Source: an optimization exercise on an open RTL-to-GDS flow (aim: small area and a short achievable clock period). Production flows keep margins and buffers that such runs may drop. RTL that was checked went through simulation tests only; none was proved equivalent to the original.

// muldiv_engine
module muldiv_engine #(
    parameter int MULT_CYCLES = 5,
    parameter int DIV_CYCLES  = 10
) (
    input  logic        clk,
    input  logic        reset,
    input  logic        start,
    input  logic [2:0]  op,
    input  logic [31:0] d1,
    input  logic [31:0] d2,
    input  logic        flush,
    output logic        busy,
    output logic [31:0] hi,
    output logic [31:0] lo
);
==> flow/config.mk <==
export PLATFORM = sky130hd
export DESIGN_NAME = muldiv_engine
export DESIGN_NICKNAME = muldiv_engine
export VERILOG_FILES = /design/flow/design.v
export SDC_FILE = /design/flow/constraint.sdc
export NUM_CORES = 4
export LEC_CHECK = 0
export ABC_AREA = 1
export CAP_MARGIN = 20
export CORE_MARGIN = 2
export CORE_UTILIZATION = 50
export SLEW_MARGIN = 20
==> flow/constraint.sdc <==
create_clock -name core_clock -period 130.0 [get_ports {clk}]
set_input_delay 26.0000 -clock core_clock [delete_from_list [all_inputs] [get_ports {clk}]]
set_output_delay 26.0000 -clock core_clock [all_outputs]
set_load 0.01 [all_outputs]
standard.sh (not shown) runs the stock make flow with config.mk's settings and CLKGATE_MAP_FILE= SYNTH_SCRIPT=/design/flow/synth_recipe.tcl, a recipe that flattens the netlist after the stock synthesis.
==> flow/flow/run.sh <==
#!/bin/bash
# Standard ORFS layout, with plain buf_1 cells as the port buffers, the repair steps
# asked to leave setup slack to spare at the design's clock period, and larger clock
# sink clusters (fewer leaf clock buffers).
set -euo pipefail
export BUFFER_PORTS_ARGS="-buffer_cell sky130_fd_sc_hd__buf_1"
export SETUP_SLACK_MARGIN=102.7
export CTS_ARGS="-sink_clustering_enable -repair_clock_nets -dont_use_dummy_load -sink_clustering_size 30 -sink_clustering_max_diameter 150"
bash standard.sh finish > standard.log 2>&1
Next try:
--- a/flow/flow/run.sh
+++ b/flow/flow/run.sh
@@ -7 +7 @@
-export SETUP_SLACK_MARGIN=102.7
+export SETUP_SLACK_MARGIN=102.8
The new run finished clean.
Clock skew is about the same.
Setup slack degrades by 11 ps.
Die area does not change.
Worst hold slack barely changes.
Fmax stays flat.
Synthesized area is unchanged.
Next try:
==> flow/flow/run.sh (replaced) <==
#!/bin/bash
# Standard ORFS layout, with plain buf_1 cells as the port buffers, and the repair steps
# asked to leave setup slack to spare at the design's clock period.
set -euo pipefail
export BUFFER_PORTS_ARGS="-buffer_cell sky130_fd_sc_hd__buf_1"
export SETUP_SLACK_MARGIN=102.8
bash standard.sh finish > standard.log 2>&1
- CORE_UTILIZATION: 50 -> 55
=> With this change the flow finished but failed the layout checks on capacitance limit, slew limit. Die area went down by 8.9%. Setup slack improved by 39 ps. Via count grows by 3.4%. Clock-buffer cell count does not change. Fmax is about the same. Clock skew rose by 4.1 ps. Critical path depth stays the same. Final area came out higher by about 1%. Sequential share of layout area falls by 0.20 points.
Next try:
- CORE_UTILIZATION: 55 -> 40
The changed run finished clean.
Wire length shrinks by 1.0%.
Die area grows by 37%.
Utilization shrinks by 17 points.
Synthesized cell count stays the same.
Worst setup slack got worse by 14 ps.
First-iteration DRC count shrinks by 11%.
Next try:
==> flow/flow/run.sh (replaced) <==
#!/bin/bash
# Standard ORFS layout, with plain buf_1 cells as the port buffers, the repair steps
# asked to leave setup slack to spare at the design's clock period, and larger clock
# sink clusters (fewer leaf clock buffers).
set -euo pipefail
export BUFFER_PORTS_ARGS="-buffer_cell sky130_fd_sc_hd__buf_1"
export SETUP_SLACK_MARGIN=102.9
export CTS_ARGS="-sink_clustering_enable -repair_clock_nets -dont_use_dummy_load -sink_clustering_size 30 -sink_clustering_max_diameter 150"
bash standard.sh finish > standard.log 2>&1
- CORE_UTILIZATION: 40 -> 50
The changed run completed without violations. Routed wire length came out lower by 2.7%. First-iteration DRC count came out lower by about 14%. Worst setup slack gets better by 74 ps. Sequential share of layout area came out higher by 0.33 points.

Another version of the RTL of muldiv_engine (not shown whole).
Size: ~2300 cells after synthesis, ~180 flip-flops, ~140 I/O pins, ~17000 um2 of cells after synthesis.
export LEC_CHECK = 0
export ABC_AREA = 1
export CAP_MARGIN = 20
export CORE_MARGIN = 2
export CORE_UTILIZATION = 40
export CTS_BUF_LIST = sky130_fd_sc_hd__clkbuf_8
export CTS_CLUSTER_SIZE = 40
export SLEW_MARGIN = 20
create_clock -name core_clock -period 130.0 [get_ports {clk}]
==> flow/flow/run.sh <==
#!/bin/bash
# Standard ORFS layout, with plain buf_1 cells as the port buffers, and the repair steps
# asked to leave setup slack to spare at the design's clock period.
set -euo pipefail
export BUFFER_PORTS_ARGS="-buffer_cell sky130_fd_sc_hd__buf_1"
export SETUP_SLACK_MARGIN=102.8
bash standard.sh finish > standard.log 2>&1
Then changed:
==> flow/flow/run.sh (replaced) <==
#!/bin/bash
# Standard ORFS layout, with plain buf_1 cells as the port buffers.
set -euo pipefail
export BUFFER_PORTS_ARGS="-buffer_cell sky130_fd_sc_hd__buf_1"
bash standard.sh finish > standard.log 2>&1
--- a/flow/config.mk
+++ b/flow/config.mk
@@ -6,9 +6,7 @@
 export NUM_CORES = 4
 export LEC_CHECK = 0
-export ABC_AREA = 1
 export CAP_MARGIN = 20
 export CORE_MARGIN = 2
-export CORE_UTILIZATION = 40
+export CORE_UTILIZATION = 60
 export CTS_BUF_LIST = sky130_fd_sc_hd__clkbuf_8
-export CTS_CLUSTER_SIZE = 40
 export SLEW_MARGIN = 20
After rerunning:
- The new run completed without violations
- cell area came out higher by 0.50%
- die area is lower by 29%
- critical path depth went up by 8
Then changed:
--- a/flow/config.mk
+++ b/flow/config.mk
@@ -8,5 +8,4 @@
 export CAP_MARGIN = 20
 export CORE_MARGIN = 2
-export CORE_UTILIZATION = 60
-export CTS_BUF_LIST = sky130_fd_sc_hd__clkbuf_8
+export CORE_UTILIZATION = 40
 export SLEW_MARGIN = 20
=> Non-clock buffer count drops by 5; via count climbs by about 0.55%; final cell count climbs by about 8%; die area climbs by 49%.
Function was not checked in any run of this note: the RTL went through the layout flow alone.

muldiv_engine, a different RTL version from the one above (not shown whole).
Size: roughly 2300 cells after synthesis, about 180 flip-flops, ~140 I/O pins.
clock: 130.0 ns
lec_check: 0
abc_area: 1
cap_margin: 20
core_margin: 2
core_utilization: 40
slew_margin: 20
run.sh (not shown) runs the stock make flow with config.mk's settings and CLKGATE_MAP_FILE= SYNTH_SCRIPT=/design/flow/synth_recipe.tcl, a recipe that flattens the netlist after the stock synthesis.
Stock flow here: none of the scripts above is used.
The baseline passed the timing, DRC and antenna checks.
==> next run, changes <==
==> flow/flow/run.sh (new file) <==
#!/bin/bash
# Standard ORFS layout, with plain buf_1 cells as the port buffers, and the repair steps
# asked to leave setup slack to spare at the design's clock period.
set -euo pipefail
export BUFFER_PORTS_ARGS="-buffer_cell sky130_fd_sc_hd__buf_1"
export SETUP_SLACK_MARGIN=102.8
bash standard.sh finish > standard.log 2>&1
==> flow/standard.sh (new file) <==
#!/bin/bash
# synth_recipe.tcl (not shown) runs the flow's synth.tcl, then flattens the netlist and writes it again
# the make line also repeats each setting of config.mk as NAME=value (left out here)
make -C /OpenROAD-flow-scripts/flow DESIGN_CONFIG=/design/flow/config.mk WORK_HOME=/design/flow/orfs CLKGATE_MAP_FILE= SYNTH_SCRIPT=/design/flow/synth_recipe.tcl "${@:-finish}"
- CORE_UTILIZATION: 40 -> 55
- GPL_TIMING_DRIVEN: unset -> 0
removed: flow/run.sh
Effect:
- die area falls by a quarter to a third
- design area shrinks by a few percent
- first-iteration DRC count goes up by well over a third
==> next run, changes <==
- CORE_UTILIZATION: 55 -> 40
- CTS_BUF_LIST: unset -> sky130_fd_sc_hd__clkbuf_8
- CTS_CLUSTER_SIZE: unset -> 40
- GPL_TIMING_DRIVEN: 0 -> unset
Outcome:
- via count is lower by 8.8%
- setup slack gets worse by 0.11 ns
- design area goes down by 2.5%
- utilization is lower by 18 points
- register-to-register slack is better by 0.24 ns
==> next run, changes <==
- CORE_UTILIZATION: 40 -> 68
- CTS_BUF_LIST: sky130_fd_sc_hd__clkbuf_8 -> unset
- CTS_CLUSTER_SIZE: 40 -> unset
The changed run completed with no timing, DRC or antenna violations.
Maximum frequency climbs by 0.48%.
Final area drops by 0.76%.
Worst hold slack gains 0.0085 ns.
Clock skew drops by 0.012 ns.
Worst setup slack gains 0.13 ns.
Final cell count drops by 8.9%.
==> next run, changes <==
- CORE_UTILIZATION: 68 -> 40
- CTS_CLUSTER_DIAMETER: unset -> 150
- CTS_CLUSTER_SIZE: unset -> 60
The changed run completed with no timing, DRC or antenna violations.
Non-clock buffer count goes up by 6.
Wire length goes up by 3.6%.
Sequential share of layout area goes down by 0.39 points.
Setup slack loses 0.070 ns.
Final cell count goes up by 9.7%.
Maximum frequency barely changes.
Hold slack loses 0.012 ns.
Final area goes up by 1.8%.
Register-to-register slack gains 0.06 ns.

RTL: one of the versions met above, not the one the previous note started from.
For scale: roughly 2200 cells after synthesis, about 180 flip-flops, about 140 I/O pins, ~0.017 mm^2 of cells after synthesis.
==> flow/config.mk <==
export PLATFORM = sky130hd
export DESIGN_NAME = muldiv_engine
export DESIGN_NICKNAME = muldiv_engine
export VERILOG_FILES = /design/flow/design.v
export SDC_FILE = /design/flow/constraint.sdc
export NUM_CORES = 4
export LEC_CHECK = 0
export ABC_AREA = 1
export CAP_MARGIN = 20
export CORE_MARGIN = 2
export CORE_UTILIZATION = 50
export SLEW_MARGIN = 20
==> flow/constraint.sdc <==
create_clock -name core_clock -period 130.0 [get_ports {clk}]
set_input_delay 26.0000 -clock core_clock [delete_from_list [all_inputs] [get_ports {clk}]]
set_output_delay 26.0000 -clock core_clock [all_outputs]
set_load 0.01 [all_outputs]
standard.sh (not shown) runs the stock make flow with config.mk's settings and CLKGATE_MAP_FILE= SYNTH_SCRIPT=/design/flow/synth_recipe.tcl, a recipe that flattens the netlist after the stock synthesis.
==> flow/flow/run.sh <==
#!/bin/bash
# Standard ORFS layout, with plain buf_1 cells as the port buffers, and the repair steps
# asked to leave setup slack to spare at the design's clock period.
set -euo pipefail
export BUFFER_PORTS_ARGS="-buffer_cell sky130_fd_sc_hd__buf_1"
export SETUP_SLACK_MARGIN=102.8
bash standard.sh finish > standard.log 2>&1
Rerun with:
==> flow/run.sh (new file) <==
#!/bin/bash
# synth_recipe.tcl (not shown) runs the flow's synth.tcl, then flattens the netlist and writes it again
# the make line also repeats each setting of config.mk as NAME=value (left out here)
make -C /OpenROAD-flow-scripts/flow DESIGN_CONFIG=/design/flow/config.mk WORK_HOME=/design/flow/orfs CLKGATE_MAP_FILE= SYNTH_SCRIPT=/design/flow/synth_recipe.tcl finish
removed: flow/flow/run.sh
removed: flow/standard.sh
The new run completed without violations; global-route usage is higher by 0.54 points; cell area went up by 4.1%; worst setup slack got worse by 460 ps; final cell count is about the same; flip-flop and latch count is unchanged.
Rerun with:
==> flow/flow/run.sh (new file) <==
#!/bin/bash
# Standard ORFS layout, with plain buf_1 cells as the port buffers, the repair steps
# asked to leave setup slack to spare at the design's clock period, and larger clock
# sink clusters (fewer leaf clock buffers).
set -euo pipefail
export BUFFER_PORTS_ARGS="-buffer_cell sky130_fd_sc_hd__buf_1"
export SETUP_SLACK_MARGIN=102.8
export CTS_ARGS="-repair_clock_nets -dont_use_dummy_load"
bash standard.sh finish > standard.log 2>&1
==> flow/standard.sh (new file) <==
#!/bin/bash
# synth_recipe.tcl (not shown) runs the flow's synth.tcl, then flattens the netlist and writes it again
# the make line also repeats each setting of config.mk as NAME=value (left out here)
make -C /OpenROAD-flow-scripts/flow DESIGN_CONFIG=/design/flow/config.mk WORK_HOME=/design/flow/orfs CLKGATE_MAP_FILE= SYNTH_SCRIPT=/design/flow/synth_recipe.tcl "${@:-finish}"
removed: flow/run.sh
What happened: Synthesized cell count stays the same; design area went down by about 5%; utilization went down by 2.7 points; via count fell by about 0.4%.
Rerun with:
--- a/flow/flow/run.sh
+++ b/flow/flow/run.sh
@@ -6,4 +6,4 @@
 export BUFFER_PORTS_ARGS="-buffer_cell sky130_fd_sc_hd__buf_1"
 export SETUP_SLACK_MARGIN=102.8
-export CTS_ARGS="-repair_clock_nets -dont_use_dummy_load"
+export CTS_ARGS="-sink_clustering_enable -repair_clock_nets -dont_use_dummy_load -sink_clustering_size 50 -sink_clustering_max_diameter 250"
 bash standard.sh finish > standard.log 2>&1
Via count is unchanged.
Hold slack does not change.
Sequential cell count stays the same.
Count of clock-buffer cells in the layout is unchanged.
Maximum frequency is unchanged.
Register-to-register slack stays flat.
Die area stays the same.
Final cell count stays the same.
Synthesized cell count is unchanged.
Sequential share of layout area stays the same.

== run A ==
The RTL this note starts from:
==> flow/design.v <==
module muldiv_engine #(
    parameter int MULT_CYCLES = 5,
    parameter int DIV_CYCLES  = 10
) (
    input  logic        clk,
    input  logic        reset,
    input  logic        start,
    input  logic [2:0]  op,
    input  logic [31:0] d1,
    input  logic [31:0] d2,
    input  logic        flush,
    output logic        busy,
    output logic [31:0] hi,
    output logic [31:0] lo
);
    logic        busy_reg;
    logic [3:0]  cnt_reg;
    logic        is_div_reg, sgn_reg, sa_reg, bprev_reg;
    logic        dpre_reg, dstep_reg, last_reg, busy_out_reg;
    logic [31:0] a_reg, l_reg;
    logic [33:0] h_reg;
    logic [31:0] hi_reg, lo_reg;
    assign busy = busy_out_reg;
    assign hi   = hi_reg;
    assign lo   = lo_reg;
    wire accept = start && !flush && !busy_reg && (op != 3'd0) && (op != 3'd7);
    wire op_md  = (op == 3'd1) || (op == 3'd2) || (op == 3'd3) || (op == 3'd4);
    wire last     = last_reg;
    wire div_pre  = dpre_reg;
    wire div_step = dstep_reg;
    logic sb_reg;
    wire sb       = sb_reg;
    wire dz       = (a_reg == 32'd0);
    wire [34:0] m35  = {{3{sgn_reg & a_reg[31]}}, a_reg};
    wire [34:0] m35x2 = {m35[33:0], 1'b0};
    localparam int BLK = 6;
    function automatic logic [34:0] add35(input logic [34:0] x, input logic [34:0] y,
                                          input logic cin);
        logic [34:0] s;
        logic        c, s0, pre, cblk;
        c = cin; pre = 1'b1; cblk = 1'b0;
        for (int i = 0; i < 35; i++) begin
            if (i % BLK == 0 && i != 0) begin
                c = 1'b0; pre = 1'b1;
            end
            s0 = x[i] ^ y[i] ^ c;
            c  = (x[i] & y[i]) | (c & (x[i] ^ y[i]));
            s[i] = (i < BLK) ? s0 : (s0 ^ (cblk & pre));
            pre  = pre & s0;
            if (i % BLK == BLK - 1) cblk = (i < BLK) ? c : (c | (pre & cblk));
        end
        add35 = s;
    endfunction
    function automatic logic [31:0] cneg32(input logic [31:0] x, input logic neg);
        logic [31:0] s;
        logic        z;
        z = 1'b0;
        for (int i = 0; i < 32; i++) begin
            s[i] = x[i] ^ (neg & z);
            z    = z | x[i];
        end
        cneg32 = s;
    endfunction
    logic [34:0] t [0:3];
    logic [3:0]  qb;
    logic [7:0]  pbits;
    always_comb begin
        for (int j = 0; j < 4; j++) begin
            logic [34:0] x, y;
            logic        one, two, neg, b2, b1, b0, rs;
            if (j == 0) begin
                rs = h_reg[33];
                if (div_step) x = {h_reg[32], h_reg[32:0], l_reg[31]};
                else          x = {h_reg[33], h_reg};
            end else begin
                rs = t[j-1][34];
                if (div_step) x = {t[j-1][32], t[j-1][32:0], l_reg[31-j]};
                else          x = {t[j-1][34], t[j-1][34], t[j-1][34:2]};
            end
            b2 = l_reg[2*j+1];
            b1 = l_reg[2*j];
            b0 = (j == 0) ? bprev_reg : l_reg[2*j-1];
            if (is_div_reg) begin
                if (last) begin
                    one = rs; two = 1'b0; neg = rs & sb;          
                end else begin
                    one = 1'b1; two = 1'b0; neg = ~(rs ^ sb);     
                end
            end else if (last) begin
                one = bprev_reg & ~sgn_reg; two = 1'b0; neg = 1'b0;   
            end else begin
                one = b1 ^ b0;
                two = (b2 & ~b1 & ~b0) | (~b2 & b1 & b0);
                neg = b2;
            end
            y = (({35{one}} & m35) | ({35{two}} & m35x2)) ^ {35{neg}};
            t[j] = add35(x, y, neg);
            qb[3-j] = ~t[j][34];
            pbits[2*j+1 -: 2] = t[j][1:0];
        end
    end
    wire        neg_l  = div_pre ? (sgn_reg & l_reg[31]) : (is_div_reg & (sa_reg ^ sb));
    wire [31:0] l_neg  = cneg32(l_reg, neg_l);
    wire        neg_h  = is_div_reg & sa_reg;
    wire [31:0] h_res  = cneg32(t[0][31:0], neg_h);
    always_ff @(posedge clk) begin
        if (!busy_reg) begin
            a_reg      <= d2;
            l_reg      <= d1;
            h_reg      <= 34'd0;
            bprev_reg  <= 1'b0;
            sgn_reg    <= (op == 3'd1) || (op == 3'd3);
            sb_reg     <= ((op == 3'd1) || (op == 3'd3)) && d2[31];
            is_div_reg <= (op == 3'd3) || (op == 3'd4);
            if (op == 3'd1 || op == 3'd2) cnt_reg <= 4'd5;
            else                          cnt_reg <= 4'd10;
            dpre_reg   <= (op == 3'd3) || (op == 3'd4);
            dstep_reg  <= (op == 3'd3) || (op == 3'd4);
            last_reg   <= 1'b0;
        end else begin
            cnt_reg   <= cnt_reg - 4'd1;
            dpre_reg  <= 1'b0;
            dstep_reg <= is_div_reg && (cnt_reg != 4'd2);
            last_reg  <= (cnt_reg == 4'd2);
            if (div_pre) begin
                l_reg  <= l_neg;
                sa_reg <= sgn_reg & l_reg[31];
            end else if (!last) begin
                if (is_div_reg) begin
                    h_reg <= t[3][33:0];
                    l_reg <= {l_reg[27:0], qb};
                end else begin
                    h_reg     <= {t[3][34], t[3][34:2]};
                    l_reg     <= {pbits, l_reg[31:8]};
                    bprev_reg <= l_reg[7];
                end
            end
        end
        if (reset) begin
            busy_reg <= 1'b0;
            busy_out_reg <= 1'b0;
            hi_reg   <= 32'd0;
            lo_reg   <= 32'd0;
        end else if (!busy_reg) begin
            busy_reg <= accept && op_md;
            busy_out_reg <= start && !flush && op_md;
            if (accept && op == 3'd5) hi_reg <= d1;
            if (accept && op == 3'd6) lo_reg <= d1;
        end else if (last) begin
            busy_reg <= 1'b0;
            busy_out_reg <= 1'b0;
            if (!(is_div_reg && dz)) begin
                hi_reg <= h_res;
                lo_reg <= l_neg;
            end
        end
    end
endmodule
Settings: LEC_CHECK=0, ABC_AREA=1, CAP_MARGIN=20, CORE_MARGIN=2, CORE_UTILIZATION=40, CTS_BUF_LIST=sky130_fd_sc_hd__clkbuf_8, SLEW_MARGIN=20; clock period 130.0 ns.
==> flow/flow/run.sh <==
#!/bin/bash
# Standard ORFS layout, with plain buf_1 cells as the port buffers, and the repair steps
# asked to leave setup slack to spare at the design's clock period.
set -euo pipefail
export BUFFER_PORTS_ARGS="-buffer_cell sky130_fd_sc_hd__buf_1"
export SETUP_SLACK_MARGIN=102.8
bash standard.sh finish > standard.log 2>&1
Here is what was changed in the inputs of run B compared with run A.
--- a/flow/config.mk
+++ b/flow/config.mk
@@ -9,5 +9,5 @@
 export CAP_MARGIN = 20
 export CORE_MARGIN = 2
-export CORE_UTILIZATION = 40
-export CTS_BUF_LIST = sky130_fd_sc_hd__clkbuf_8
+export CORE_UTILIZATION = 55
 export SLEW_MARGIN = 20
+export TNS_END_PERCENT = 30
Findings:
For run B and run A, there was not a single run that failed to finish clean.
Sort run B and run A by core outline area desc -> top: run A
Going from run A to run B, via count of the first global-routing pass down about 2.1%, routed wire length down 260 um.

-- port drivers added, routing unchanged --
In the flow no input, the clock included, has a driving cell. The finished layouts below were timed again as built, in two steps.
Step 1: set_driving_cell puts a clkbuf_16 on clk and a buf_2 on each other input, an assumption about the parent block.
Step 2, shift: input delay + t, output delay - t, t = (earliest + latest rising clock arrival at the registers) / 2. This alone moves slack from input paths to output paths.
Slacks: no drivers / after step 1 / after step 2; pairs: no drivers / after step 1.
run	t, ns	setup WS [ns]	worst setup path at the end	latest minus earliest clock arrival (ns)	worst slew at a driven data input, ns
the first run of note 1	0.502	102.883 / 102.910 / 102.409	input to register	0.029 / 0.029	0.04
the second run of note 1	0.501	102.872 / 102.900 / 102.399	input to register	0.028 / 0.028	0.04
the third run of note 1	0.518	102.911 / 102.904 / 102.425	input to register	0.027 / 0.027	0.05
the fourth run of note 1	0.555	102.897 / 102.843 / 102.389	input to register	0.022 / 0.021	0.04
the fifth run of note 1	0.503	102.971 / 102.917 / 102.538	input to register	0.029 / 0.030	0.04
the first run of note 2	0.595	102.852 / 102.801 / 102.407	input to register	0.029 / 0.028	0.05
the second run of note 2	0.579	102.050 / 102.078 / 101.498	input to register	0.019 / 0.019	0.04
the third run of note 2	0.564	101.653 / 101.682 / 101.118	input to register	0.015 / 0.015	0.05
the first run of note 3	0.550	102.274 / 102.300 / 101.750	input to register	0.019 / 0.019	0.04
the second run of note 3	0.513	102.939 / 102.956 / 102.459	input to register	0.017 / 0.018	0.04
the third run of note 3	0.615	102.832 / 102.784 / 102.351	input to register	0.034 / 0.033	0.04
the fourth run of note 3	0.504	102.963 / 102.922 / 102.491	input to register	0.021 / 0.021	0.04
the fifth run of note 3	0.548	102.893 / 102.840 / 102.514	input to register	0.023 / 0.022	0.04
the first run of note 4	0.510	102.877 / 102.903 / 102.393	input to register	0.015 / 0.015	0.04
the second run of note 4	0.520	102.416 / 102.448 / 101.929	input to register	0.017 / 0.017	0.05
the third run of note 4	0.501	102.872 / 102.900 / 102.399	input to register	0.028 / 0.028	0.04
the fourth run of note 4	0.501	102.872 / 102.900 / 102.399	input to register	0.028 / 0.028	0.04
run A	0.615	102.832 / 102.784 / 102.351	input to register	0.034 / 0.033	0.04
run B	0.514	102.972 / 102.916 / 102.566	input to register	0.013 / 0.013	0.04
For the second run of note 2, which loses most, drivers alone change the setup slack by +0.028 ns; drivers and shift together by -0.552 ns.
